This is an optimization exercise on Yosys and OpenROAD, whose aim is small area, a short achievable clock period and few clock cycles per item, not a production implementation. Function was not checked in any run shown here: the RTL went through the layout flow alone.

[flow/standard.sh]
#!/bin/bash
# synth_recipe.tcl (not shown) runs the flow's synth.tcl, then flattens the netlist and writes it again
# the make line also repeats each setting of config.mk as NAME=value (left out here)
make -C /OpenROAD-flow-scripts/flow DESIGN_CONFIG=/design/flow/config.mk WORK_HOME=/design/flow/orfs CLKGATE_MAP_FILE= SYNTH_SCRIPT=/design/flow/synth_recipe.tcl "${@:-finish}"
[flow/design.v]
`timescale 1ns/1ps
`default_nettype none
package sha256_pkg;
  typedef logic [32-1:0] sha256_word_t;
  typedef logic [512-1:0] sha256_block_t;
  typedef logic [256-1:0] sha256_state_t;
  typedef logic [$clog2(64)-1:0] round_idx_t;
  typedef logic [6-1:0] block_count_t;
  localparam sha256_state_t SHA256_IV = {
    32'h6a09e667, 32'hbb67ae85, 32'h3c6ef372, 32'ha54ff53a,
    32'h510e527f, 32'h9b05688c, 32'h1f83d9ab, 32'h5be0cd19
  };
  function automatic sha256_word_t sha256_k(input round_idx_t t);
    case (t)
      6'd0: sha256_k = 32'h428a2f98;
      6'd1: sha256_k = 32'h71374491;
      6'd2: sha256_k = 32'hb5c0fbcf;
      6'd3: sha256_k = 32'he9b5dba5;
      6'd4: sha256_k = 32'h3956c25b;
      6'd5: sha256_k = 32'h59f111f1;
      6'd6: sha256_k = 32'h923f82a4;
      6'd7: sha256_k = 32'hab1c5ed5;
      6'd8: sha256_k = 32'hd807aa98;
      6'd9: sha256_k = 32'h12835b01;
      6'd10: sha256_k = 32'h243185be;
      6'd11: sha256_k = 32'h550c7dc3;
      6'd12: sha256_k = 32'h72be5d74;
      6'd13: sha256_k = 32'h80deb1fe;
      6'd14: sha256_k = 32'h9bdc06a7;
      6'd15: sha256_k = 32'hc19bf174;
      6'd16: sha256_k = 32'he49b69c1;
      6'd17: sha256_k = 32'hefbe4786;
      6'd18: sha256_k = 32'h0fc19dc6;
      6'd19: sha256_k = 32'h240ca1cc;
      6'd20: sha256_k = 32'h2de92c6f;
      6'd21: sha256_k = 32'h4a7484aa;
      6'd22: sha256_k = 32'h5cb0a9dc;
      6'd23: sha256_k = 32'h76f988da;
      6'd24: sha256_k = 32'h983e5152;
      6'd25: sha256_k = 32'ha831c66d;
      6'd26: sha256_k = 32'hb00327c8;
      6'd27: sha256_k = 32'hbf597fc7;
      6'd28: sha256_k = 32'hc6e00bf3;
      6'd29: sha256_k = 32'hd5a79147;
      6'd30: sha256_k = 32'h06ca6351;
      6'd31: sha256_k = 32'h14292967;
      6'd32: sha256_k = 32'h27b70a85;
      6'd33: sha256_k = 32'h2e1b2138;
      6'd34: sha256_k = 32'h4d2c6dfc;
      6'd35: sha256_k = 32'h53380d13;
      6'd36: sha256_k = 32'h650a7354;
      6'd37: sha256_k = 32'h766a0abb;
      6'd38: sha256_k = 32'h81c2c92e;
      6'd39: sha256_k = 32'h92722c85;
      6'd40: sha256_k = 32'ha2bfe8a1;
      6'd41: sha256_k = 32'ha81a664b;
      6'd42: sha256_k = 32'hc24b8b70;
      6'd43: sha256_k = 32'hc76c51a3;
      6'd44: sha256_k = 32'hd192e819;
      6'd45: sha256_k = 32'hd6990624;
      6'd46: sha256_k = 32'hf40e3585;
      6'd47: sha256_k = 32'h106aa070;
      6'd48: sha256_k = 32'h19a4c116;
      6'd49: sha256_k = 32'h1e376c08;
      6'd50: sha256_k = 32'h2748774c;
      6'd51: sha256_k = 32'h34b0bcb5;
      6'd52: sha256_k = 32'h391c0cb3;
      6'd53: sha256_k = 32'h4ed8aa4a;
      6'd54: sha256_k = 32'h5b9cca4f;
      6'd55: sha256_k = 32'h682e6ff3;
      6'd56: sha256_k = 32'h748f82ee;
      6'd57: sha256_k = 32'h78a5636f;
      6'd58: sha256_k = 32'h84c87814;
      6'd59: sha256_k = 32'h8cc70208;
      6'd60: sha256_k = 32'h90befffa;
      6'd61: sha256_k = 32'ha4506ceb;
      6'd62: sha256_k = 32'hbef9a3f7;
      6'd63: sha256_k = 32'hc67178f2;
      default: sha256_k = 32'h00000000;
    endcase
  endfunction
  function automatic sha256_word_t rotr(input sha256_word_t x, input int n);
    rotr = (x >> n) | (x << (32 - n));
  endfunction
  function automatic sha256_word_t ch(input sha256_word_t x, y, z);
    ch = (x & y) ^ (~x & z);
  endfunction
  function automatic sha256_word_t maj(input sha256_word_t x, y, z);
    maj = (x & y) ^ (x & z) ^ (y & z);
  endfunction
  function automatic sha256_word_t big_sigma0(input sha256_word_t x);
    big_sigma0 = rotr(x, 2) ^ rotr(x, 13) ^ rotr(x, 22);
  endfunction
  function automatic sha256_word_t big_sigma1(input sha256_word_t x);
    big_sigma1 = rotr(x, 6) ^ rotr(x, 11) ^ rotr(x, 25);
  endfunction
  function automatic sha256_word_t small_sigma0(input sha256_word_t x);
    small_sigma0 = rotr(x, 7) ^ rotr(x, 18) ^ (x >> 3);
  endfunction
  function automatic sha256_word_t small_sigma1(input sha256_word_t x);
    small_sigma1 = rotr(x, 17) ^ rotr(x, 19) ^ (x >> 10);
  endfunction
  function automatic sha256_word_t add_bk(input sha256_word_t x, input sha256_word_t y);
    logic [31:0] gg, pp, hp;
    hp = x ^ y;
    gg = x & y;
    pp = hp;
    for (int l = 0; l < 5; l++) begin
      for (int i = (2 << l) - 1; i < 32; i += (2 << l)) begin
        gg[i] = gg[i] | (pp[i] & gg[i - (1 << l)]);
        pp[i] = pp[i] & pp[i - (1 << l)];
      end
    end
    for (int l = 3; l >= 0; l--) begin
      for (int i = 3 * (1 << l) - 1; i < 32; i += (2 << l)) begin
        gg[i] = gg[i] | (pp[i] & gg[i - (1 << l)]);
        pp[i] = pp[i] & pp[i - (1 << l)];
      end
    end
    add_bk = hp ^ {gg[30:0], 1'b0};
  endfunction
  function automatic sha256_word_t add_ks_sel(input sha256_word_t x, input sha256_word_t y,
                                              input logic sel, input sha256_word_t alt);
    logic [31:0] gg, pp, hp, cy, o0, o1;
    hp = x ^ y;
    gg = x & y;
    pp = hp;
    for (int l = 0; l < 5; l++) begin
      for (int i = 31; i >= (1 << l); i--) begin
        gg[i] = gg[i] | (pp[i] & gg[i - (1 << l)]);
        pp[i] = pp[i] & pp[i - (1 << l)];
      end
    end
    cy = {gg[30:0], 1'b0};
    o0 = sel ? hp : alt;
    o1 = sel ? ~hp : alt;
    for (int i = 0; i < 32; i++) add_ks_sel[i] = cy[i] ? o1[i] : o0[i];
  endfunction
endpackage
`default_nettype wire
`timescale 1ns/1ps
`default_nettype none
module sha256_hasher (
  input  wire logic                     clk,
  input  wire logic                     block_load,
  input  wire logic                     block_start,
  input  wire logic                     message_load,
  input  wire sha256_pkg::sha256_block_t block,
  output logic                          block_ready,
  output logic                          done,
  output sha256_pkg::sha256_state_t     hash,
  output sha256_pkg::block_count_t      block_count
);
  typedef logic [31:0] word_t;
  logic       st_run;          
  logic       st_ff;           
  logic       st_pre;          
  logic       pend;            
  logic       st_done;
  logic       last;            
  logic       ready_q;
  logic       busy;            
  logic       r61, r62, r63;   
  logic [5:0] cnt;
  logic       accept;
  logic       start;           
  assign accept = block_start & ready_q;
  assign start  = st_pre | (st_ff & pend);
  logic nx_run, nx_ff, nx_done, nx_last, nx_idle;
  always_comb begin
    nx_run  = start | (st_run & !r63);
    nx_ff   = r63;
    nx_done = st_done | (st_ff & last & !pend);
    nx_last = accept ? !message_load : last;
    nx_idle = !nx_run && !nx_ff && !nx_done && !(accept && !st_run);
  end
  always_ff @(posedge clk or negedge block_load) begin
    if (!block_load) begin
      st_run      <= 1'b0;
      st_ff       <= 1'b0;
      st_pre      <= 1'b0;
      pend        <= 1'b0;
      st_done     <= 1'b0;
      last        <= 1'b0;
      ready_q     <= 1'b1;
      busy        <= 1'b0;
      r61         <= 1'b0;
      r62         <= 1'b0;
      r63         <= 1'b0;
      cnt         <= 6'd63;
      block_count <= '0;
    end else begin
      st_run  <= nx_run;
      st_ff   <= nx_ff;
      st_pre  <= accept && !st_run;
      pend    <= accept && st_run;
      st_done <= nx_done;
      last    <= nx_last;
      ready_q <= nx_idle || (r62 && !last);
      busy    <= nx_run || nx_ff;
      r61     <= st_run && cnt == 6'd60;
      r62     <= r61;
      r63     <= r62;
      if (start)                       cnt <= 6'd0;
      else if (st_run && cnt != 6'd63) cnt <= cnt + 6'd1;
      if (accept) block_count <= block_count + 6'd1;
    end
  end
  assign block_ready = ready_q;
  assign done        = st_done;
  function automatic word_t wd(input logic [511:0] v, input int i);
    wd = v[511 - 32*i -: 32];
  endfunction
  function automatic word_t k_next2(input logic [5:0] t);
    case (t)
      6'd0: k_next2 = 32'hb5c0fbcf;
      6'd1: k_next2 = 32'he9b5dba5;
      6'd2: k_next2 = 32'h3956c25b;
      6'd3: k_next2 = 32'h59f111f1;
      6'd4: k_next2 = 32'h923f82a4;
      6'd5: k_next2 = 32'hab1c5ed5;
      6'd6: k_next2 = 32'hd807aa98;
      6'd7: k_next2 = 32'h12835b01;
      6'd8: k_next2 = 32'h243185be;
      6'd9: k_next2 = 32'h550c7dc3;
      6'd10: k_next2 = 32'h72be5d74;
      6'd11: k_next2 = 32'h80deb1fe;
      6'd12: k_next2 = 32'h9bdc06a7;
      6'd13: k_next2 = 32'hc19bf174;
      6'd14: k_next2 = 32'he49b69c1;
      6'd15: k_next2 = 32'hefbe4786;
      6'd16: k_next2 = 32'h0fc19dc6;
      6'd17: k_next2 = 32'h240ca1cc;
      6'd18: k_next2 = 32'h2de92c6f;
      6'd19: k_next2 = 32'h4a7484aa;
      6'd20: k_next2 = 32'h5cb0a9dc;
      6'd21: k_next2 = 32'h76f988da;
      6'd22: k_next2 = 32'h983e5152;
      6'd23: k_next2 = 32'ha831c66d;
      6'd24: k_next2 = 32'hb00327c8;
      6'd25: k_next2 = 32'hbf597fc7;
      6'd26: k_next2 = 32'hc6e00bf3;
      6'd27: k_next2 = 32'hd5a79147;
      6'd28: k_next2 = 32'h06ca6351;
      6'd29: k_next2 = 32'h14292967;
      6'd30: k_next2 = 32'h27b70a85;
      6'd31: k_next2 = 32'h2e1b2138;
      6'd32: k_next2 = 32'h4d2c6dfc;
      6'd33: k_next2 = 32'h53380d13;
      6'd34: k_next2 = 32'h650a7354;
      6'd35: k_next2 = 32'h766a0abb;
      6'd36: k_next2 = 32'h81c2c92e;
      6'd37: k_next2 = 32'h92722c85;
      6'd38: k_next2 = 32'ha2bfe8a1;
      6'd39: k_next2 = 32'ha81a664b;
      6'd40: k_next2 = 32'hc24b8b70;
      6'd41: k_next2 = 32'hc76c51a3;
      6'd42: k_next2 = 32'hd192e819;
      6'd43: k_next2 = 32'hd6990624;
      6'd44: k_next2 = 32'hf40e3585;
      6'd45: k_next2 = 32'h106aa070;
      6'd46: k_next2 = 32'h19a4c116;
      6'd47: k_next2 = 32'h1e376c08;
      6'd48: k_next2 = 32'h2748774c;
      6'd49: k_next2 = 32'h34b0bcb5;
      6'd50: k_next2 = 32'h391c0cb3;
      6'd51: k_next2 = 32'h4ed8aa4a;
      6'd52: k_next2 = 32'h5b9cca4f;
      6'd53: k_next2 = 32'h682e6ff3;
      6'd54: k_next2 = 32'h748f82ee;
      6'd55: k_next2 = 32'h78a5636f;
      6'd56: k_next2 = 32'h84c87814;
      6'd57: k_next2 = 32'h8cc70208;
      6'd58: k_next2 = 32'h90befffa;
      6'd59: k_next2 = 32'ha4506ceb;
      6'd60: k_next2 = 32'hbef9a3f7;
      6'd61: k_next2 = 32'hc67178f2;
      6'd62: k_next2 = 32'h428a2f98;
      6'd63: k_next2 = 32'h71374491;
      default: k_next2 = 32'h00000000;
    endcase
  endfunction
  logic [511:0] win;               
  word_t a, b, c, d, e, f, g;      
  word_t p;                        
  word_t H0, H1, H2, H3, H4, H5, H6, H7;
  assign hash = {H0, H1, H2, H3, H4, H5, H6, H7};
  word_t S0, S1, chv, mjv;
  assign S0  = sha256_pkg::big_sigma0(a);
  assign S1  = sha256_pkg::big_sigma1(e);
  assign chv = sha256_pkg::ch(e, f, g);
  assign mjv = sha256_pkg::maj(a, b, c);
  word_t s1, c1, s2, c2, s3, c3, s4, c4, s5, c5;
  always_comb begin
    s1 = p ^ chv ^ mjv;  c1 = ((p & chv) | (p & mjv) | (chv & mjv)) << 1;
    s2 = s1 ^ c1 ^ S0;   c2 = ((s1 & c1) | (s1 & S0) | (c1 & S0)) << 1;
    s3 = s2 ^ c2 ^ S1;   c3 = ((s2 & c2) | (s2 & S1) | (c2 & S1)) << 1;
    s4 = p ^ chv ^ d;    c4 = ((p & chv) | (p & d) | (chv & d)) << 1;
    s5 = s4 ^ c4 ^ S1;   c5 = ((s4 & c4) | (s4 & S1) | (c4 & S1)) << 1;
  end
  word_t gsel, kv, p_n;
  assign gsel = st_run ? g : H7;
  always_ff @(posedge clk) kv <= nx_run ? k_next2(cnt) : 32'h428a2f98;
  word_t pp_s, pp_c;
  assign pp_s = gsel ^ kv ^ wd(win, 0);
  assign pp_c = ((gsel & kv) | (gsel & wd(win, 0)) | (kv & wd(win, 0))) << 1;
  assign p_n  = sha256_pkg::add_bk(pp_s, pp_c);
  word_t w_new;
  always_comb begin : sched
    word_t u0, u1, u2, u3, x0, x1, y0, y1;
    u0 = sha256_pkg::small_sigma1(wd(win, 14));
    u1 = wd(win, 9);
    u2 = sha256_pkg::small_sigma0(wd(win, 1));
    u3 = wd(win, 0);
    x0 = u0 ^ u1 ^ u2;  y0 = ((u0 & u1) | (u0 & u2) | (u1 & u2)) << 1;
    x1 = x0 ^ y0 ^ u3;  y1 = ((x0 & y0) | (x0 & u3) | (y0 & u3)) << 1;
    w_new = x1 + y1;
  end
  word_t opa, ope, sa, se;
  always_comb begin
    opa = '0;
    ope = '0;
    if (r61)     begin opa = H3; ope = H7; end
    if (r62)     begin opa = H2; ope = H6; end
    if (r63)     begin opa = H1; ope = H5; end
    if (!st_run) begin opa = H0; ope = H4; end
  end
  assign sa = sha256_pkg::add_bk(busy ? a : '0, opa);
  assign se = sha256_pkg::add_bk(busy ? e : '0, ope);
  always_ff @(posedge clk) begin
    win <= accept ? block : {win[479:0], w_new};
    p   <= p_n;
    a <= sha256_pkg::add_ks_sel(s3, c3, st_run, sa);
    e <= sha256_pkg::add_ks_sel(s5, c5, st_run, se);
    if (st_run) begin
      b <= a; c <= b; d <= c;
      f <= e; g <= f;
    end else begin
      b <= H1; c <= H2; d <= H3;
      f <= H5; g <= H6;
    end
  end
  always_ff @(posedge clk or negedge block_load) begin
    if (!block_load) begin
      {H0, H1, H2, H3, H4, H5, H6, H7} <= sha256_pkg::SHA256_IV;
    end else begin
      if (r61)   begin H3 <= sa; H7 <= se; end
      if (r62)   begin H2 <= sa; H6 <= se; end
      if (r63)   begin H1 <= sa; H5 <= se; end
      if (st_ff) begin H0 <= sa; H4 <= se; end
    end
  end
endmodule
`default_nettype wire
[flow/flow/run.sh]
#!/bin/bash
# The standard layout (the standard.sh, unchanged synthesis and steps),
# except that the port buffers are made from the smallest buffer cell.
set -euo pipefail
export BUFFER_PORTS_ARGS="-buffer_cell sky130_fd_sc_hd__buf_1"
bash standard.sh > standard.log 2>&1
[flow/config.mk]
export PLATFORM = sky130hd
export DESIGN_NAME = sha256_hasher
export DESIGN_NICKNAME = sha256_hasher
export VERILOG_FILES = /design/flow/design.v
export SDC_FILE = /design/flow/constraint.sdc
export NUM_CORES = 4
export LEC_CHECK = 0
export CAP_MARGIN = 20
export CORE_MARGIN = 2
export CORE_UTILIZATION = 35
export PLACE_DENSITY = 0.5
export SETUP_SLACK_MARGIN = 4.3
export SLEW_MARGIN = 20
[flow/constraint.sdc]
create_clock -name core_clock -period 8.8 [get_ports {clk}]
set_input_delay 1.7600 -clock core_clock [delete_from_list [all_inputs] [get_ports {clk}]]
set_output_delay 1.7600 -clock core_clock [all_outputs]
set_load 0.01 [all_outputs]
==> summary.md, run 1 <==
| Metric | Value |
|---|---|
| Status | `no timing/DRC/antenna violations` |
| Commonest cells after routing, fill and taps aside | `nand2_1, buf_1, dfxtp_1, mux2_2, inv_1` |
| TritonCTS Buffers | `130` |
| TritonCTS clock tree | `yes` |
| Pre-CTS setup slack | `2700 ps` |
| DIE AREA | `165000 sq um` |
| Metal1 wirelength | `93.1 mm` |
| Ys async rst share | `0.259` |
| Port Buffer Count | `779` |
| R2R Setup Slk | `4080 ps` |
| Synthesis-to-finish area growth | `22.1%` |
| Worst Tran Pin Value | `1020 ps` |
| Max Slew Vio Count | `0` |
| Drc violations | `0` |
| Crit path arrival time | `5380 ps` |
| Non-Filler Instances | `9146` |
| Clock sink count | `1079` |
| Worst reg2reg path startpoint | `st_run` |
| Clk root buf | `clkbuf_16` |
| Detail Route Antenna Nets | `0` |
| Worst Setup Start Kind | `flip-flop` |
| CTS H-tree lvls | `4` |
| Placed cells | `8745` |
| Met3 wire length | `13.7 mm` |
| Synthesized flop and latch total | `1079` |
| Final worst path period need | `4720 ps` |
| Post-Syn Instances | `6113` |
| Final core occ | `0.431` |
| YS warnings | `1` |
| HPWL after detailed placement | `174 mm` |
| Final Routed Wirelength | `232 mm` |
| Mapped Area | `56700 sq um` |
| CP max stage delay | `560 ps` |
| Max layer used | `met5` |
| Register area share after synthesis | `0.409` |
| Ports | `780` |
| R2R cell count | `17` |
| Worst skew pair latency | `780 ps` |
| Routed WL per cell | `25.3 um` |
| CP Cell Sequence | `buf_16 -> mux2_4 -> fa_1 -> ha_4 -> a21o_1 -> a21o_1 -> a221o_1 -> a221oi_2 -> o31ai_4 -> a2111oi_4 -> o311ai_2 -> a21o_1 -> a21o_1 -> fa_2 -> xor2_1 -> xnor2_1 -> xnor2_1` |
| Worst-path clk slew | `60 ps` |
| Drt first-iter violations | `3219` |
| Worst rel slew slack | `0.319` |
| Commonest register cell after synthesis | `dfxtp_1` |
| First-pass GRT wire length | `327 mm` |
| Clock Skew | `36.4 ps` |
| Die Y | `407 um` |
| Largest fanout on the critical path | `6` |
| Crit Path Class | `flip-flop to flip-flop` |
| Drt pass-1 iters | `7` |
| Required time of the critical path | `9460 ps` |
| Hold Crit Class | `flip-flop to flip-flop` |
| Post-synth EDFFs | `0` |
| Initial cell density of the core | `0.353` |
| Hold-critical path depth | `2` |
| Via count | `46000` |
| Unique masters post-synth | `82` |
| Crit-path slowest cell | `dfrtp_4` |
| Largest net degree at the start of global routing | `197` |
| Syn_area_per_cell | `9.28 sq um` |
| Layout Nets | `7875` |
| Final WS setup | `4080 ps` |
| Vias in the first global route | `46300` |
| Gr usage total | `0.275` |
| Final TNS setup | `0 ps` |
| Buf/Inv on CP | `1` |
| WHS Endpoint | `win[321]` |
| Initial antenna violation count | `42` |
| Share of cells above drive strength 1 | `0.173` |
| Fill cells | `16100` |
| Clock tree buffer depth | `3` |
| RSZ-0062 raised after global routing | `true` |
| Leading cell type in the layout, fill and taps excluded | `nand2_1` |
| Placer congestion estimate | `0.942` |
| Max_cap viols | `0` |
| Final setup fails | `0` |
| Overflow after GRT | `0` |
| Syn nets | `7124` |
| Cell family with most CP delay | `compound AO/OA/AOI/OAI gates` |
| Final Hold Viols | `0` |
| Die width | `407 um` |
| Fin crit share | `0.537` |
| WL met2 | `114 mm` |
| Worst path most repeated cell | `a21o_1` |
| Num rows | `147` |
| FMAX | `0.212 GHz` |
| Vias per inst | `5.03` |
| Min-delay src | `win[289]` |
| Setup crit end kind | `flip-flop` |
| Core area | `161000 sq um` |
| Reg-to-Reg End | `p[31]` |
[worst min-delay path, delay by kind of cell (launching register included)]
family,cells,cell delay [ps]
and+or+nand+nor,2,90
DFF,1,300
[timing repair]
action	CTS	global route
pin swaps	96	68
cloned	15	2
resized for setup	241	101
endpoints found under the setup margin	277	108
hold buffers	0	0
setup buffers	99	31
[worst max path at each step]
stage,from,end,slack (ps),cells past startpoint
finish,st_run,p[31],4080,17
global route,st_run,p[31],3910,17
CTS,st_run,p[31],3990,17
detailed placement,r61,a[31],2700,20
global placement,r61,H2[31],2730,19
floorplan,st_run,p[31],4090,19
[sequential cells by signal, summed over array words and instances (netlist names), 6 cells and up]
signal	count
win	512
H0	32
H1	32
H2	32
H3	32
H4	32
H5	32
H6	32
H7	32
a	32
b	32
c	32
d	32
e	32
f	32
g	32
kv	32
p	32
block_count	6
cnt	6
[kinds of logic after synthesis]
family | after synthesis | synth area share
AOI/OAI and AO/OA | 871 | 0.0981
xor gates and xnor gates | 386 | 0.0596
adders and majority gates | 524 | 0.153
buffers and inverters | 709 | 0.0469
DFF | 1079 | 0.409
muxes | 420 | 0.0838
and+or+nand+nor | 2124 | 0.150
[through the flow]
step | instance area, sq um | hold slack, ps
global route | 69200 | 429
CTS | 68400 | 403
floorplan | 57100 | 352
detailed placement | 61700 | 406
global placement | 61700 | 404
finish | 69200 | 411
[layer usage]
layer | up-vias | track usage
li1 | 21600 | -
met1 | 22600 | 0.330
met2 | 1400 | 0.473
met3 | 412 | 0.0582
met4 | 38 | 0.116
met5 | - | 0
[layout make-up]
cell class / instances / area (sq um) / area share
antenna: 16 / 40.0 / 0.000578
timing repair buffer: 971 / 5180 / 0.0748
clock buffer: 194 / 3700 / 0.0535
clock inverter: 44 / 742 / 0.0107
inverter: 357 / 1340 / 0.0194
sequential: 1079 / 23400 / 0.337
multi-input combinational: 4325 / 32100 / 0.464
tap: 2160 / 2700 / 0.0390
[cells in the mapped netlist (all sizes together) (14+ instances only)]
master  count  share of area
a22oi      65         0.0086
a21o       63         0.0083
o31ai      14         0.0019
xor2       94          0.015
a21oi     342          0.030
o221a      14         0.0028
nand2    1629           0.11
nor2      263          0.017
clkbuf    303          0.020
maj3       29         0.0051
nand3      37         0.0033
nand2b     18         0.0020
a311oi     18         0.0028
xnor2     292          0.045
dfrtp     136          0.060
a211oi     31         0.0042
o21a       18         0.0024
inv       357          0.024
fa        292           0.10
buf        49         0.0032
mux2i      25         0.0044
a31oi      32         0.0038
and3       17         0.0019
and2       61         0.0067
nor3       34         0.0030
ha        203          0.045
o211ai     19         0.0025
o22ai      39         0.0043
nor2b      20         0.0022
dfxtp     800           0.28
o21ai     126          0.011
dfstp     143          0.066
mux2      390          0.077
==> run 2: changes to the inputs <==
--- a/flow/design.v
+++ b/flow/design.v
@@ -101,23 +101,4 @@
     small_sigma1 = rotr(x, 17) ^ rotr(x, 19) ^ (x >> 10);
   endfunction
-  function automatic sha256_word_t add_bk(input sha256_word_t x, input sha256_word_t y);
-    logic [31:0] gg, pp, hp;
-    hp = x ^ y;
-    gg = x & y;
-    pp = hp;
-    for (int l = 0; l < 5; l++) begin
-      for (int i = (2 << l) - 1; i < 32; i += (2 << l)) begin
-        gg[i] = gg[i] | (pp[i] & gg[i - (1 << l)]);
-        pp[i] = pp[i] & pp[i - (1 << l)];
-      end
-    end
-    for (int l = 3; l >= 0; l--) begin
-      for (int i = 3 * (1 << l) - 1; i < 32; i += (2 << l)) begin
-        gg[i] = gg[i] | (pp[i] & gg[i - (1 << l)]);
-        pp[i] = pp[i] & pp[i - (1 << l)];
-      end
-    end
-    add_bk = hp ^ {gg[30:0], 1'b0};
-  endfunction
   function automatic sha256_word_t add_ks_sel(input sha256_word_t x, input sha256_word_t y,
                                               input logic sel, input sha256_word_t alt);
@@ -305,5 +286,5 @@
   assign pp_s = gsel ^ kv ^ wd(win, 0);
   assign pp_c = ((gsel & kv) | (gsel & wd(win, 0)) | (kv & wd(win, 0))) << 1;
-  assign p_n  = sha256_pkg::add_bk(pp_s, pp_c);
+  assign p_n  = pp_s + pp_c;
   word_t w_new;
   always_comb begin : sched
@@ -326,6 +307,6 @@
     if (!st_run) begin opa = H0; ope = H4; end
   end
-  assign sa = sha256_pkg::add_bk(busy ? a : '0, opa);
-  assign se = sha256_pkg::add_bk(busy ? e : '0, ope);
+  assign sa = (busy ? a : '0) + opa;
+  assign se = (busy ? e : '0) + ope;
   always_ff @(posedge clk) begin
     win <= accept ? block : {win[479:0], w_new};
==> run 2 against run 1 <==
Net effect:
- design area rose by 0.98%
- non-clock buffer count is 56 lower
- die area increased by 3.6%
- core utilization is 1.2 points lower
- fmax increased by 3.4%
- first-iteration DRC count grew 13%
- register-to-register slack better by 150 ps
- hold slack got worse by 30 ps
- synthesized cell count increased by 5.1%
- critical path type unchanged
- critical endpoint is now a[31]
- largest cell class unchanged
==> summary.md, run 2 <==
| Metric | Value |
|---|---|
| Status | `no timing/DRC/antenna violations` |
| Commonest register cell after synthesis | `dfxtp_1` |
| Synthesized flop and latch total | `1079 (unchanged)` |
| Leading cell type in the layout, fill and taps excluded | `nand2_1` |
| Hold Crit Class | `flip-flop to flip-flop` |
| DIE AREA | `171000 sq um (+3.6%)` |
| Final TNS setup | `0 ps (unchanged)` |
| Final setup fails | `0 (unchanged)` |
| First-pass GRT wire length | `356 mm (+8.9%)` |
| Port Buffer Count | `779 (unchanged)` |
| Initial antenna violation count | `33 (-21%)` |
| Gr usage total | `0.290 (+0.0153)` |
| Clock Skew | `90.9 ps (+54.5 ps)` |
| Synth top area share | `0.273 (-0.00984)` |
| Unique masters post-synth | `89 (+8.5%)` |
| Worst reg2reg path startpoint | `e[24]` |
| CTS H-tree lvls | `3 (-1)` |
| Crit path arrival time | `5240 ps (-140 ps)` |
| Placer congestion estimate | `0.988 (+4.9%)` |
| Layout Nets | `8074 (+2.5%)` |
| Core area | `167000 sq um (+3.9%)` |
| TritonCTS clock tree | `yes` |
| Area leader, netlist | `dfxtp_1` |
| Clk root buf | `clkbuf_16` |
| YS warnings | `1 (unchanged)` |
| Worst rel slew slack | `0.249 (-0.0699)` |
| Largest cells by area after synthesis | `dfxtp_1, nand2_1, mux2_2` |
| Fin crit share | `0.519 (-0.0176)` |
| Setup crit end kind | `flip-flop` |
| Seq. cell area | `23400 sq um (about the same)` |
| Die Y | `414 um (+1.8%)` |
| Synthesis-to-finish area growth | `18.9%` |
| Mapped Area | `58800 sq um (+3.6%)` |
| Max reg flops | `512 (unchanged)` |
| Commonest cells after routing, fill and taps aside | `nand2_1, buf_1, dfxtp_1, mux2_2, inv_1` |
| Syn nets | `7396 (+3.8%)` |
| Worst Setup Start Kind | `flip-flop` |
| Drc violations | `0 (unchanged)` |
| Multi-input gate area | `33900 sq um (+5.6%)` |
| Ports | `780 (unchanged)` |
| Post-Syn Instances | `6424 (+5.1%)` |
| Routed WL per cell | `27.0 um (+6.7%)` |
| Detail Route Antenna Nets | `0 (unchanged)` |
| Largest fanout on the critical path | `6 (unchanged)` |
| Drt pass-1 iters | `8 (+1)` |
| Register area share after synthesis | `0.394 (-0.0142)` |
| Final Routed Wirelength | `255 mm (+10%)` |
| Max Slew Vio Count | `0 (unchanged)` |
| R2R Setup Slk | `4230 ps (+150 ps)` |
| Largest net degree at the start of global routing | `161 (-18%)` |
| Die width | `414 um (+1.8%)` |
| CP Launch Point | `e[24]` |
| Required time of the critical path | `9470 ps (about the same)` |
| Worst skew pair latency | `820 ps (+40 ps)` |
| Via count | `48800 (+6.2%)` |
| Final worst path period need | `4570 ps (-155 ps)` |
| Crit Path Class | `flip-flop to flip-flop` |
| Finished Cell Area | `69900 sq um (+0.98%)` |
| Syn_area_per_cell | `9.15 sq um (-1.4%)` |
| Biggest register | `win` |
| Drt first-iter violations | `3648 (+13%)` |
| Final Hold Viols | `0 (unchanged)` |
| TritonCTS Buffers | `121 (-6.9%)` |
| Min-delay src | `win[23]` |
| Worst Tran Pin Value | `1120 ps (+95.2 ps)` |
| HPWL after detailed placement | `197 mm (+13%)` |
| Vias per inst | `5.18 (+3.1%)` |
| Clock sink count | `1079 (unchanged)` |
| RSZ-0062 raised after global routing | `true` |
| Placed cell area | `63700 sq um (+3.2%)` |
| Num rows | `150 (+2.0%)` |
| Overflow after GRT | `0 (unchanged)` |
| Vias in the first global route | `48500 (+4.8%)` |
| Initial cell density of the core | `0.352 (-0.00101)` |
| Post-synth top cells | `nand2_1, dfxtp_1, mux2_2` |
| Most frequent cell after synthesis | `nand2_1` |
| Max_cap viols | `0 (unchanged)` |
| Ys async rst share | `0.259 (unchanged)` |
| Worst-path clk slew | `60 ps (about the same)` |
| Post-synth EDFFs | `0 (unchanged)` |
| FMAX | `0.219 GHz (+3.4%)` |
| Fill cells | `16900 (+5.2%)` |
| Clock tree buffer depth | `3 (unchanged)` |
| Share of cells above drive strength 1 | `0.174 (+0.000382)` |
run 2: cell types whose count changed after synthesis, moves of 29 or more:
cell and delta:
nand2_1 +92, a21oi_1 -113, inv_1 -32, o22ai_1 -32, fa_1 -44, xnor2_1 +29, o21ai_0 +94, mux2_2 +129
nor2_1 -33
run 2: cells by family (layout without fill, tap and decap cells):
family          after synthesis  count (layout)  share of synthesized area
buf+inv                     689            1473                     0.0441
xor+xnor                    411             411                     0.0613
compound gates              909             909                      0.101
simple gates               2307            2307                      0.162
other cells                   0              17                          0
flops                      1079            1079                      0.394
fa+ha+maj                   485             485                      0.134
mux                         544             544                      0.104
run 2: path summary, 6_finish.rpt:
| path | end | cells past startpoint |
|---|---|---|
| worst min-delay path | win[55] | 2 |
| worst max-delay path | a[31] | 16 |
| min in group asynchronous | H6[18] | 1 |
| worst max register to register | a[31] | 16 |
| max in group asynchronous | r61 | 2 |
| worst min register to register | win[55] | 2 |
run 2: repair_timing:
item,4_1_cts,5_1_grt
setup endpoints to repair,250,134
pin swaps,34,66
resized for setup,179,145
setup buffers,39,37
hold buffers,0,0
gates cloned,2,0
run 2: cell type report:
cell class,instances,share of cell area
diodes,17,0.000609
clock buffers,175,0.0492
clock inverters,54,0.0121
inverters,329,0.0177
multi-input cells,4656,0.486
flip-flops and latches,1079,0.334
well taps,2204,0.0395
repair buffers,915,0.0611
run 2: worst max-delay path: stages (launching register included):
cell and delay (ps):
dfxtp_1 700, mux2_2 480, fa_1 500, fa_1 510, inv_1 50, fa_1 470, inv_1 50, ha_1 320
a21o_1 300, nor4_4 60, buf_6 150, buf_6 120, o31ai_4 250, buf_4 160, a21oi_4 40, xnor2_1 150
o211ai_1 90
run 2: metrics by stage:
stage	hold WS, ps	worst slack, ps	utilization	cells
2_1_floorplan	352	4350	-	6424
3_3_place_gp	403	3100	0.381	9105
3_5_place_dp	405	3040	0.381	9105
4_1_cts	386	4200	0.413	9375
5_1_grt	408	4140	0.418	9422
6_report	380	4230	0.418	9429
run 2: routing by layer:
| metal | global-route usage | routed length, um | up-vias |
|---|---|---|---|
| li1 | - | - | 22700 |
| met1 | 0.331 | 97200 | 24100 |
| met2 | 0.520 | 130000 | 1575 |
| met3 | 0.0484 | 13200 | 507 |
| met4 | 0.144 | 14700 | 34 |
| met5 | 0 | 225 | - |
==> run 3: changes to the inputs <==
--- a/flow/design.v
+++ b/flow/design.v
@@ -134,55 +134,54 @@
 );
   typedef logic [31:0] word_t;
-  logic       st_run;          
-  logic       st_ff;           
-  logic       st_pre;          
-  logic       pend;            
+  logic       m2;              
+  logic       er;              
+  logic       ar;              
+  logic       w60, r61, r62, r63, af;   
+  logic       pend, pend2;     
   logic       st_done;
   logic       last;            
   logic       ready_q;
-  logic       busy;            
-  logic       r61, r62, r63;   
-  logic [5:0] cnt;
+  logic [5:0] ce;
   logic       accept;
-  logic       start;           
   assign accept = block_start & ready_q;
-  assign start  = st_pre | (st_ff & pend);
-  logic nx_run, nx_ff, nx_done, nx_last, nx_idle;
+  logic nx_er, nx_done, nx_idle;
   always_comb begin
-    nx_run  = start | (st_run & !r63);
-    nx_ff   = r63;
-    nx_done = st_done | (st_ff & last & !pend);
-    nx_last = accept ? !message_load : last;
-    nx_idle = !nx_run && !nx_ff && !nx_done && !(accept && !st_run);
+    nx_er   = m2 | (er & (ce != 6'd63));
+    nx_done = st_done | (af & last & !pend2);
+    nx_idle = !accept && !nx_er && !er && !r63 && !nx_done;
   end
   always_ff @(posedge clk or negedge block_load) begin
     if (!block_load) begin
-      st_run      <= 1'b0;
-      st_ff       <= 1'b0;
-      st_pre      <= 1'b0;
+      m2          <= 1'b0;
+      er          <= 1'b0;
+      ar          <= 1'b0;
+      w60         <= 1'b0;
+      r61         <= 1'b0;
+      r62         <= 1'b0;
+      r63         <= 1'b0;
+      af          <= 1'b0;
       pend        <= 1'b0;
+      pend2       <= 1'b0;
       st_done     <= 1'b0;
       last        <= 1'b0;
       ready_q     <= 1'b1;
-      busy        <= 1'b0;
-      r61         <= 1'b0;
-      r62         <= 1'b0;
-      r63         <= 1'b0;
-      cnt         <= 6'd63;
+      ce          <= 6'd63;
       block_count <= '0;
     end else begin
-      st_run  <= nx_run;
-      st_ff   <= nx_ff;
-      st_pre  <= accept && !st_run;
-      pend    <= accept && st_run;
-      st_done <= nx_done;
-      last    <= nx_last;
-      ready_q <= nx_idle || (r62 && !last);
-      busy    <= nx_run || nx_ff;
-      r61     <= st_run && cnt == 6'd60;
+      m2      <= accept;
+      er      <= nx_er;
+      ar      <= er;
+      w60     <= er && ce == 6'd60;
+      r61     <= w60;
       r62     <= r61;
       r63     <= r62;
-      if (start)                       cnt <= 6'd0;
-      else if (st_run && cnt != 6'd63) cnt <= cnt + 6'd1;
+      af      <= r63;
+      pend    <= accept && r62;
+      pend2   <= pend;
+      st_done <= nx_done;
+      if (accept) last <= !message_load;
+      ready_q <= nx_idle || (r61 && !last);
+      if (m2)                      ce <= 6'd0;
+      else if (er && ce != 6'd63)  ce <= ce + 6'd1;
       if (accept) block_count <= block_count + 6'd1;
     end
@@ -193,6 +192,6 @@
     wd = v[511 - 32*i -: 32];
   endfunction
-  function automatic word_t k_next2(input logic [5:0] t);
-    case (t)
+  function automatic word_t k_next2(input logic [5:0] c);
+    case (c)
       6'd0: k_next2 = 32'hb5c0fbcf;
       6'd1: k_next2 = 32'he9b5dba5;
@@ -262,61 +261,73 @@
     endcase
   endfunction
-  logic [511:0] win;               
-  word_t a, b, c, d, e, f, g;      
-  word_t p;                        
+  function automatic word_t csa_s(input word_t x, input word_t y, input word_t z);
+    csa_s = x ^ y ^ z;
+  endfunction
+  function automatic word_t csa_c(input word_t x, input word_t y, input word_t z);
+    csa_c = ((x & y) | (x & z) | (y & z)) << 1;
+  endfunction
+  logic [511:0] win;           
+  word_t a, b, c;              
+  word_t e, f, g;              
+  word_t t1;                   
+  word_t p;                    
+  word_t kv;                   
   word_t H0, H1, H2, H3, H4, H5, H6, H7;
   assign hash = {H0, H1, H2, H3, H4, H5, H6, H7};
-  word_t S0, S1, chv, mjv;
+  word_t S1, chv, dsel, t1_n, e_s1, e_c1, e_s2, e_c2;
+  assign S1   = sha256_pkg::big_sigma1(e);
+  assign chv  = sha256_pkg::ch(e, f, g);
+  assign dsel = ar ? c : H3;
+  assign t1_n = csa_s(p, S1, chv) + csa_c(p, S1, chv);
+  assign e_s1 = csa_s(dsel, p, chv);
+  assign e_c1 = csa_c(dsel, p, chv);
+  assign e_s2 = csa_s(e_s1, e_c1, S1);
+  assign e_c2 = csa_c(e_s1, e_c1, S1);
+  word_t S0, mjv, a_s, a_c;
   assign S0  = sha256_pkg::big_sigma0(a);
-  assign S1  = sha256_pkg::big_sigma1(e);
-  assign chv = sha256_pkg::ch(e, f, g);
   assign mjv = sha256_pkg::maj(a, b, c);
-  word_t s1, c1, s2, c2, s3, c3, s4, c4, s5, c5;
-  always_comb begin
-    s1 = p ^ chv ^ mjv;  c1 = ((p & chv) | (p & mjv) | (chv & mjv)) << 1;
-    s2 = s1 ^ c1 ^ S0;   c2 = ((s1 & c1) | (s1 & S0) | (c1 & S0)) << 1;
-    s3 = s2 ^ c2 ^ S1;   c3 = ((s2 & c2) | (s2 & S1) | (c2 & S1)) << 1;
-    s4 = p ^ chv ^ d;    c4 = ((p & chv) | (p & d) | (chv & d)) << 1;
-    s5 = s4 ^ c4 ^ S1;   c5 = ((s4 & c4) | (s4 & S1) | (c4 & S1)) << 1;
-  end
-  word_t gsel, kv, p_n;
-  assign gsel = st_run ? g : H7;
-  always_ff @(posedge clk) kv <= nx_run ? k_next2(cnt) : 32'h428a2f98;
-  word_t pp_s, pp_c;
-  assign pp_s = gsel ^ kv ^ wd(win, 0);
-  assign pp_c = ((gsel & kv) | (gsel & wd(win, 0)) | (kv & wd(win, 0))) << 1;
-  assign p_n  = pp_s + pp_c;
-  word_t w_new;
-  always_comb begin : sched
-    word_t u0, u1, u2, u3, x0, x1, y0, y1;
-    u0 = sha256_pkg::small_sigma1(wd(win, 14));
-    u1 = wd(win, 9);
-    u2 = sha256_pkg::small_sigma0(wd(win, 1));
-    u3 = wd(win, 0);
-    x0 = u0 ^ u1 ^ u2;  y0 = ((u0 & u1) | (u0 & u2) | (u1 & u2)) << 1;
-    x1 = x0 ^ y0 ^ u3;  y1 = ((x0 & y0) | (x0 & u3) | (y0 & u3)) << 1;
-    w_new = x1 + y1;
-  end
+  assign a_s = csa_s(t1, S0, mjv);
+  assign a_c = csa_c(t1, S0, mjv);
+  word_t gsel, p_n;
+  assign gsel = er ? g : H7;
+  assign p_n  = csa_s(gsel, kv, wd(win, 0)) + csa_c(gsel, kv, wd(win, 0));
+  word_t m_s1, m_c1, m_s2, m_c2, u0, u2;
+  assign u0   = sha256_pkg::small_sigma1(wd(win, 14));
+  assign u2   = sha256_pkg::small_sigma0(wd(win, 1));
+  assign m_s1 = csa_s(wd(win, 9), u2, wd(win, 0));
+  assign m_c1 = csa_c(wd(win, 9), u2, wd(win, 0));
+  assign m_s2 = csa_s(m_s1, m_c1, u0);
+  assign m_c2 = csa_c(m_s1, m_c1, u0);
   word_t opa, ope, sa, se;
   always_comb begin
     opa = '0;
     ope = '0;
-    if (r61)     begin opa = H3; ope = H7; end
-    if (r62)     begin opa = H2; ope = H6; end
-    if (r63)     begin opa = H1; ope = H5; end
-    if (!st_run) begin opa = H0; ope = H4; end
+    if (r61) opa = H3;
+    if (r62) opa = H2;
+    if (r63) opa = H1;
+    if (!ar) opa = H0;
+    if (w60) ope = H7;
+    if (r61) ope = H6;
+    if (r62) ope = H5;
+    if (!er) ope = H4;
   end
-  assign sa = (busy ? a : '0) + opa;
-  assign se = (busy ? e : '0) + ope;
+  assign sa = ((ar || af) ? a : '0) + opa;
+  assign se = ((er || r63) ? e : '0) + ope;
   always_ff @(posedge clk) begin
-    win <= accept ? block : {win[479:0], w_new};
+    win <= {win[479:0], sha256_pkg::add_ks_sel(m_s2, m_c2, !accept, wd(block, 15))};
+    if (accept) win[511:32] <= block[511:32];
+    kv  <= nx_er ? k_next2(ce) : 32'h428a2f98;
     p   <= p_n;
-    a <= sha256_pkg::add_ks_sel(s3, c3, st_run, sa);
-    e <= sha256_pkg::add_ks_sel(s5, c5, st_run, se);
-    if (st_run) begin
-      b <= a; c <= b; d <= c;
+    t1  <= t1_n;
+    a   <= sha256_pkg::add_ks_sel(a_s, a_c, ar, sa);
+    e   <= sha256_pkg::add_ks_sel(e_s2, e_c2, er, se);
+    if (ar) begin
+      b <= a; c <= b;
+    end else begin
+      b <= H1; c <= H2;
+    end
+    if (er) begin
       f <= e; g <= f;
     end else begin
-      b <= H1; c <= H2; d <= H3;
       f <= H5; g <= H6;
     end
@@ -326,8 +337,9 @@
       {H0, H1, H2, H3, H4, H5, H6, H7} <= sha256_pkg::SHA256_IV;
     end else begin
-      if (r61)   begin H3 <= sa; H7 <= se; end
-      if (r62)   begin H2 <= sa; H6 <= se; end
-      if (r63)   begin H1 <= sa; H5 <= se; end
-      if (st_ff) begin H0 <= sa; H4 <= se; end
+      if (w60) H7 <= se;
+      if (r61) begin H3 <= sa; H6 <= se; end
+      if (r62) begin H2 <= sa; H5 <= se; end
+      if (r63) begin H1 <= sa; H4 <= se; end
+      if (af)  H0 <= sa;
     end
   end
--- a/flow/config.mk
+++ b/flow/config.mk
@@ -10,4 +10,4 @@
 export CORE_UTILIZATION = 35
 export PLACE_DENSITY = 0.5
-export SETUP_SLACK_MARGIN = 4.3
+export SETUP_SLACK_MARGIN = 4.7
 export SLEW_MARGIN = 20
==> run 3 against run 2 <==
Net effect:
- clock-buffer cell count rose by 19
- still clean
- core utilization increased by 2.2 points
- fmax is 2.3% lower
- via count grew 0.42%
- critical endpoint is now e[29]
- critical path type unchanged
- critical path depth increased by 2
- non-clock buffer count up 116
- design area up 5.2%
- clock skew fell by 54 ps
- largest cell class unchanged
==> summary.md, run 3 <==
| Metric | Value |
|---|---|
| Status | `no timing/DRC/antenna violations` |
| Simple-Gate Fraction of Synth Area | `0.149 (-0.0130)` |
| Drc violations | `0 (unchanged)` |
| Post-Syn Instances | `6435 (+0.17%)` |
| Worst-path clk slew | `60 ps (about the same)` |
| Hold-critical path depth | `0 (-2)` |
| Most frequent cell after synthesis | `nand2_1` |
| Routed WL per cell | `25.6 um (-5.5%)` |
| Port Buffer Count | `779 (unchanged)` |
| Clock Skew | `36.6 ps (-54.3 ps)` |
| Setup crit end kind | `flip-flop` |
| Post-synth EDFFs | `0 (unchanged)` |
| TritonCTS clock tree | `yes` |
| Num rows | `150 (unchanged)` |
| Biggest register | `win` |
| Max_cap viols | `0 (unchanged)` |
| Area leader, netlist | `dfxtp_1` |
| Die Y | `413 um (about the same)` |
| CP Cell Sequence | `buf_12 -> mux2_4 -> fa_1 -> inv_2 -> fa_1 -> inv_2 -> ha_4 -> o21ai_2 -> o21ai_2 -> nand2_2 -> o41ai_4 -> o22ai_2 -> o211ai_1 -> buf_4 -> a41oi_4 -> nor2b_2 -> xnor2_1 -> mux2_2` |
| Clk root buf | `clkbuf_16` |
| Crit path arrival time | `5360 ps (+120 ps)` |
| Register area share after synthesis | `0.396 (+0.00148)` |
| Fill cells | `16400 (-3.0%)` |
| Initial cell density of the core | `0.352 (about the same)` |
| Drt first-iter violations | `3705 (+1.6%)` |
| Commonest register cell after synthesis | `dfxtp_1` |
| Crit Path Class | `flip-flop to flip-flop` |
| XOR/XNOR Fraction of Synth Area | `0.0676 (+0.00637)` |
| Non-Filler Instances | `9588 (+1.7%)` |
| Placed cells | `9122 (+0.19%)` |
| Core area | `167000 sq um (-0.11%)` |
| Final Routed Wirelength | `245 mm (-3.9%)` |
| Largest net degree at the start of global routing | `193 (+20%)` |
| DIE AREA | `171000 sq um (-0.16%)` |
| Die width | `413 um (about the same)` |
| Reg-to-Reg End | `e[29]` |
| Synth Area in Adders | `0.130 (-0.00337)` |
| Ys async rst share | `0.260 (+0.00137)` |
| Placer congestion estimate | `0.979 (-0.97%)` |
| TritonCTS Buffers | `130 (+7.4%)` |
| Synthesized flop and latch total | `1081 (+0.19%)` |
| Drt pass-1 iters | `6 (-2)` |
| Min-delay src | `pend` |
| YS warnings | `1 (unchanged)` |
| CP max stage delay | `570 ps (-130 ps)` |
| Max reg flops | `512 (unchanged)` |
| First-pass GRT wire length | `345 mm (-2.9%)` |
| Synthesis-to-finish area growth | `25.4%` |
| Final setup fails | `0 (unchanged)` |
| Worst reg2reg path startpoint | `ar` |
| Pre-CTS setup slack | `2890 ps (-150 ps)` |
| WHS Endpoint | `pend2` |
| Max Slew Vio Count | `0 (unchanged)` |
| Gr usage total | `0.279 (-0.0106)` |
| Fraction of synthesized area in multiplexers | `0.107 (+0.00317)` |
| Detail Route Antenna Nets | `0 (unchanged)` |
| Final TNS setup | `0 ps (unchanged)` |
| Commonest cells after routing, fill and taps aside | `nand2_1, buf_1, dfxtp_1, mux2_2, inv_1` |
| Ports | `780 (unchanged)` |
| Final worst path period need | `4680 ps (+108 ps)` |
| Overflow after GRT | `0 (unchanged)` |
| Worst Setup Start Kind | `flip-flop` |
| Clock tree buffer depth | `3 (unchanged)` |
| Final WS setup | `4120 ps (-108 ps)` |
| FMAX | `0.214 GHz (-2.3%)` |
| Crit-path slowest cell | `dfrtp_4` |
| Mapped Area | `58700 sq um (-0.16%)` |
| Unique masters post-synth | `74 (-17%)` |
| Syn_area_per_cell | `9.12 sq um (-0.33%)` |
| Clock sink count | `1081 (+0.19%)` |
| Syn nets | `7406 (+0.14%)` |
| Largest family of logic cells by synthesized area | `simple AND/OR/NAND/NOR gates` |
| Layout Nets | `8224 (+1.9%)` |
| Largest cells by area after synthesis | `dfxtp_1, nand2_1, mux2_2` |
| Share of cells above drive strength 1 | `0.212 (+0.0380)` |
| Required time of the critical path | `9480 ps (about the same)` |
| Worst rel slew slack | `0.273 (+0.0242)` |
| Initial antenna violation count | `27 (-18%)` |
| Final Hold Viols | `0 (unchanged)` |
| RSZ-0062 raised after global routing | `true` |
| Compound-Gate Fraction of Synth Area | `0.101 (+0.000735)` |
| Vias per inst | `5.11 (-1.2%)` |
| Via count | `49000 (+0.42%)` |
| Post-synth top cells | `nand2_1, dfxtp_1, mux2_2` |
| R2R Setup Slk | `4120 ps (-110 ps)` |
| Synth top area share | `0.273 (+0.000430)` |
| Vias in the first global route | `48800 (+0.55%)` |
| Largest fanout on the critical path | `6 (unchanged)` |
| CTS H-tree lvls | `4 (+1)` |
| Fin crit share | `0.531 (+0.0123)` |
| R2R cell count | `18 (+2)` |
| Worst Tran Pin Value | `1080 ps (-40.5 ps)` |
| Hold Crit Class | `flip-flop to flip-flop` |
| Final core occ | `0.441 (+0.0224)` |
| Leading cell type in the layout, fill and taps excluded | `nand2_1` |
| HPWL after detailed placement | `185 mm (-6.1%)` |
| Worst skew pair latency | `810 ps (about the same)` |
==> run 3: cell type report <==
cell class                 instances  area (sq um)  share of cell area
timing repair buffer            1031          5700              0.0775
antenna                           23          57.6            0.000783
sequential                      1081         23400               0.318
inverter                         416          1570              0.0214
clock buffer                     194          3880              0.0527
tap                             2204          2760              0.0375
multi-input combinational       4593         35600               0.485
clock inverter                    46           574             0.00781
==> run 3: what timing repair did <==
action                                  4_1_cts  5_1_grt
pin swaps                                   139      150
cloned                                       13        3
gates resized for setup                     363      325
setup buffers                               109       78
endpoints found under the setup margin      263      192
hold buffers                                  0        0
==> run 3: worst max-delay path by stage <==
| stage | slack (ps) | to | cells after the start | start |
|---|---|---|---|---|
| final | 4120 | e[29] | 18 | ar |
| after global routing | 4070 | e[29] | 18 | ar |
| after CTS | 4230 | e[29] | 18 | ar |
| after detailed placement | 2890 | e[29] | 17 | ar |
| after global placement | 2880 | e[29] | 17 | ar |
| after floorplan | 4580 | e[29] | 18 | ar |
==> run 3: cell families (layout without fill, tap and decap cells) <==
logic type,count (synthesis),in the layout
simple gates,2146,2146
flops,1081,1081
compound gates,949,949
buf+inv,761,1687
mux,559,559
fa+ha+maj,486,486
xor+xnor,453,453
other cells,0,23
==> run 3: through the flow <==
stage	hold WS [ps]	instance area, sq um
3_5_place_dp	342	63800
4_1_cts	355	71300
2_1_floorplan	331	59100
3_3_place_gp	335	63800
6_report	355	73500
5_1_grt	367	73500
==> run 3: critical path: cells and delay by family (launching register included) <==
kind	cells	cell delay (ps)
AOI/OAI and AO/OA	6	1210
xor gates and xnor gates	1	130
adders and majority gates	3	1320
buffers and inverters	4	440
DFF	1	570
muxes	2	570
and+or+nand+nor	2	320
==> run 3: layer usage <==
metal,routed length [um],up-vias,global-route usage,part of all wire
li1,-,22900,-,-
met1,103000,24100,0.356,0.42
met2,113000,1667,0.448,0.46
met3,16400,403,0.0616,0.067
met4,12300,6,0.133,0.050
met5,43,-,0,0.00018
==> run 4: changes to the inputs <==
--- a/flow/config.mk
+++ b/flow/config.mk
@@ -10,4 +10,4 @@
 export CORE_UTILIZATION = 35
 export PLACE_DENSITY = 0.5
-export SETUP_SLACK_MARGIN = 4.7
+export SETUP_SLACK_MARGIN = 4.4
 export SLEW_MARGIN = 20
==> run 4 against run 3 <==
Net effect:
- global-route usage shrank 0.16 points
- register-to-register slack lost 50 ps
- hold slack lost 6.4 ps
- via count shrank 1.1%
- clock skew grew 6.7 ps
- clock-buffer cell count shrank 3
- critical endpoint unchanged
==> summary.md, run 4 <==
| Metric | Value |
|---|---|
| Max reg flops | `512 (unchanged)` |
| Post-Syn Instances | `6435 (unchanged)` |
| Die Y | `413 um (unchanged)` |
| Die width | `413 um (unchanged)` |
| Largest family of logic cells by synthesized area | `simple AND/OR/NAND/NOR gates` |
| Synthesis-to-finish area growth | `21.2%` |
| Hold Crit Class | `flip-flop to flip-flop` |
| Worst rel slew slack | `0.268 (-0.00523)` |
| Clk root buf | `clkbuf_16` |
| Commonest cells after routing, fill and taps aside | `nand2_1, buf_1, dfxtp_1, mux2_2, inv_1` |
| Seq. cell area | `23300 sq um (-0.25%)` |
| Placer congestion estimate | `0.970 (-0.92%)` |
| Final Routed Wirelength | `244 mm (-0.60%)` |
| Fin crit share | `0.537 (+0.00606)` |
| Initial cell density of the core | `0.352 (unchanged)` |
| Max layer used | `met5` |
| Hold-critical path depth | `0 (unchanged)` |
| YS warnings | `1 (unchanged)` |
| Via count | `48500 (-1.1%)` |
| Overflow after GRT | `0 (unchanged)` |
| Final TNS setup | `0 ps (unchanged)` |
| Multi-input gate area | `34100 sq um (-4.2%)` |
| Clock tree buffer depth | `3 (unchanged)` |
| Metal1 wirelength | `105 mm (+1.6%)` |
| CTS H-tree lvls | `4 (unchanged)` |
| Core area | `167000 sq um (unchanged)` |
| First-pass GRT wire length | `342 mm (-1.0%)` |
| Drt first-iter violations | `4014 (+8.3%)` |
| Most frequent cell after synthesis | `nand2_1` |
| Register area share after synthesis | `0.396 (unchanged)` |
| Clock Skew | `43.4 ps (+6.71 ps)` |
| R2R cell count | `20 (+2)` |
| DIE AREA | `171000 sq um (unchanged)` |
| WHS Endpoint | `pend2` |
| Cell family with most CP delay | `adder cells` |
| Synth top area share | `0.273 (unchanged)` |
| Drc violations | `0 (unchanged)` |
| Share of cells above drive strength 1 | `0.176 (-0.0358)` |
| Largest fanout on the critical path | `3 (-3)` |
| HPWL after detailed placement | `187 mm (+1.1%)` |
| Fraction of synthesized area in multiplexers | `0.107 (unchanged)` |
| Port Buffer Count | `779 (unchanged)` |
| FMAX | `0.211 GHz (-1.1%)` |
| Worst Setup Start Kind | `flip-flop` |
| Detail Route Antenna Nets | `0 (unchanged)` |
| Fill cells | `16700 (+1.7%)` |
| TritonCTS clock tree | `yes` |
| R2R Setup Slk | `4070 ps (-50 ps)` |
| Non-Filler Instances | `9503 (-0.89%)` |
| Largest net degree at the start of global routing | `170 (-12%)` |
| Crit-path slowest cell | `fa_1` |
| Worst-path clk slew | `60 ps (about the same)` |
| Area leader, netlist | `dfxtp_1` |
| Layout Nets | `8150 (-0.90%)` |
| Max_cap viols | `0 (unchanged)` |
| CP Cell Sequence | `buf_8 -> buf_6 -> buf_16 -> mux2_4 -> fa_1 -> inv_2 -> fa_1 -> inv_2 -> ha_4 -> o211ai_1 -> buf_4 -> buf_6 -> o41ai_4 -> o22ai_4 -> o211ai_1 -> buf_4 -> a41oi_4 -> nor2b_4 -> xnor2_2 -> mux2_4` |
| Final worst path period need | `4730 ps (+53.4 ps)` |
| Crit path arrival time | `5400 ps (+40 ps)` |
| Ports | `780 (unchanged)` |
| Drt pass-1 iters | `5 (-1)` |
| Setup crit end kind | `flip-flop` |
| Synthesized flop and latch total | `1081 (unchanged)` |
| TritonCTS Buffers | `130 (unchanged)` |
| Pre-CTS setup slack | `3000 ps (+104 ps)` |
| Num rows | `150 (unchanged)` |
| Max Slew Vio Count | `0 (unchanged)` |
| Compound-Gate Fraction of Synth Area | `0.101 (unchanged)` |
| Worst skew pair latency | `800 ps (about the same)` |
| Mapped Area | `58700 sq um (unchanged)` |
| Leading cell type in the layout, fill and taps excluded | `nand2_1` |
| Vias per inst | `5.10 (-0.22%)` |
| Final core occ | `0.426 (-0.0146)` |
| Min-delay src | `pend` |
| Vias in the first global route | `47700 (-2.2%)` |
| Met3 wire length | `20.1 mm (+23%)` |
| CP max stage delay | `550 ps (-20 ps)` |
| Reg-to-Reg End | `e[29]` |
| Final Hold Viols | `0 (unchanged)` |
| Biggest register | `win` |
| XOR/XNOR Fraction of Synth Area | `0.0676 (unchanged)` |
| Hold_buf cts | `0 (unchanged)` |
| Gr usage total | `0.278 (-0.00155)` |
| Required time of the critical path | `9470 ps (about the same)` |
| Syn nets | `7406 (unchanged)` |
| Post-synth top cells | `nand2_1, dfxtp_1, mux2_2` |
| Status | `no timing/DRC/antenna violations` |
| Simple-Gate Fraction of Synth Area | `0.149 (unchanged)` |
| Worst Tran Pin Value | `1090 ps (+10.0 ps)` |
| Worst reg2reg path startpoint | `ar` |
| Commonest register cell after synthesis | `dfxtp_1` |
| CP Launch Point | `ar` |
| Placed cells | `9121 (-0.011%)` |
| Post-synth EDFFs | `0 (unchanged)` |
| Final WS setup | `4070 ps (-53.4 ps)` |
| Syn_area_per_cell | `9.12 sq um (unchanged)` |
| RSZ-0062 raised after global routing | `true` |
| Final setup fails | `0 (unchanged)` |
| Clock sink count | `1081 (unchanged)` |
| Unique masters post-synth | `74 (unchanged)` |
| Synth Area in Adders | `0.130 (unchanged)` |
| Buf/Inv on CP | `8 (+4)` |
| WL met2 | `110 mm (-2.7%)` |
| Largest cells by area after synthesis | `dfxtp_1, nand2_1, mux2_2` |
| Routed WL per cell | `25.6 um (+0.29%)` |
| Initial antenna violation count | `27 (unchanged)` |
| Crit Path Class | `flip-flop to flip-flop` |
| Ys async rst share | `0.260 (unchanged)` |
run 4: kinds of logic (layout without fill, tap and decap cells):
family	Yosys count	in the layout
xor+xnor	453	453
compound gates	949	949
fa+ha+maj	486	486
mux	559	559
flops	1081	1081
buf+inv	761	1604
simple gates	2146	2151
other cells	0	16
run 4: cell type report:
class / count / area share
clock inverter: 45 / 0.0105
clock buffer: 191 / 0.0522
inverter: 416 / 0.0221
sequential: 1081 / 0.328
multi-input combinational: 4598 / 0.480
antenna: 16 / 0.000563
timing repair buffer: 952 / 0.0679
tap: 2204 / 0.0388
run 4: through the flow:
stage                     hold WS [ps]  instance area (sq um)
after global routing               354                  71100
after detailed placement           337                  63600
after floorplan                    331                  58700
after CTS                          349                  70000
final                              348                  71100
after global placement             339                  63600
run 4: how the worst max path moves through the flow:
stage | to | slack [ps] | cells after the start
after CTS | e[29] | 4180 | 18
after detailed placement | H4[28] | 3000 | 16
after global placement | H4[28] | 3100 | 16
after floorplan | e[29] | 4390 | 19
after global routing | e[28] | 3940 | 20
final | e[29] | 4070 | 20
run 4: routing by layer:
metal	up-vias	track usage
li1	22700	-
met1	23700	0.369
met2	1711	0.438
met3	346	0.0750
met4	16	0.0876
met5	-	0
run 4: what timing repair did:
| action | in CTS | in global routing |
|---|---|---|
| buffers inserted | 78 | 42 |
| endpoints found under the setup margin | 237 | 126 |
| cloned | 7 | 3 |
| pin swaps | 51 | 65 |
| gates resized for setup | 221 | 143 |

re-timing with driven ports:
No port has a modelled driver above. Below, the same layouts with a new extraction and two added sets of constraints. Step 1, drivers: a clkbuf_16 drives clk and a buf_2 each remaining input, both assumed. Step 2 adds t to the input delays and takes it off the output delays; t is the mean of the earliest and latest rising clock arrival at the registers after step 1. Input paths then give back, and output paths get back, about the clock's delay inside the block. Slacks: no drivers / after step 1 / after step 2; pairs: no drivers / after step 1.
run | t (ns) | slack for setup (ns) | hold WS [ns] | latest minus earliest clock arrival (ns) | worst register clock-pin slew, ns
run 1 | 0.849 | 4.077 / 4.077 / 4.077 | 0.411 / 0.411 / 0.411 | 0.039 / 0.039 | 0.06 / 0.06
run 2 | 0.857 | 4.232 / 4.232 / 4.232 | 0.380 / 0.380 / 0.380 | 0.094 / 0.094 | 0.07 / 0.07
run 3 | 0.881 | 4.123 / 4.123 / 4.091 | 0.355 / 0.355 / 0.355 | 0.038 / 0.039 | 0.07 / 0.07
run 4 | 0.857 | 4.070 / 4.070 / 3.997 | 0.348 / 0.348 / 0.348 | 0.058 / 0.058 | 0.07 / 0.07
After both steps setup and hold are still met in every run listed. For run 4, which loses most, drivers alone change the setup slack by 0.000 ns; drivers and shift together by -0.073 ns.
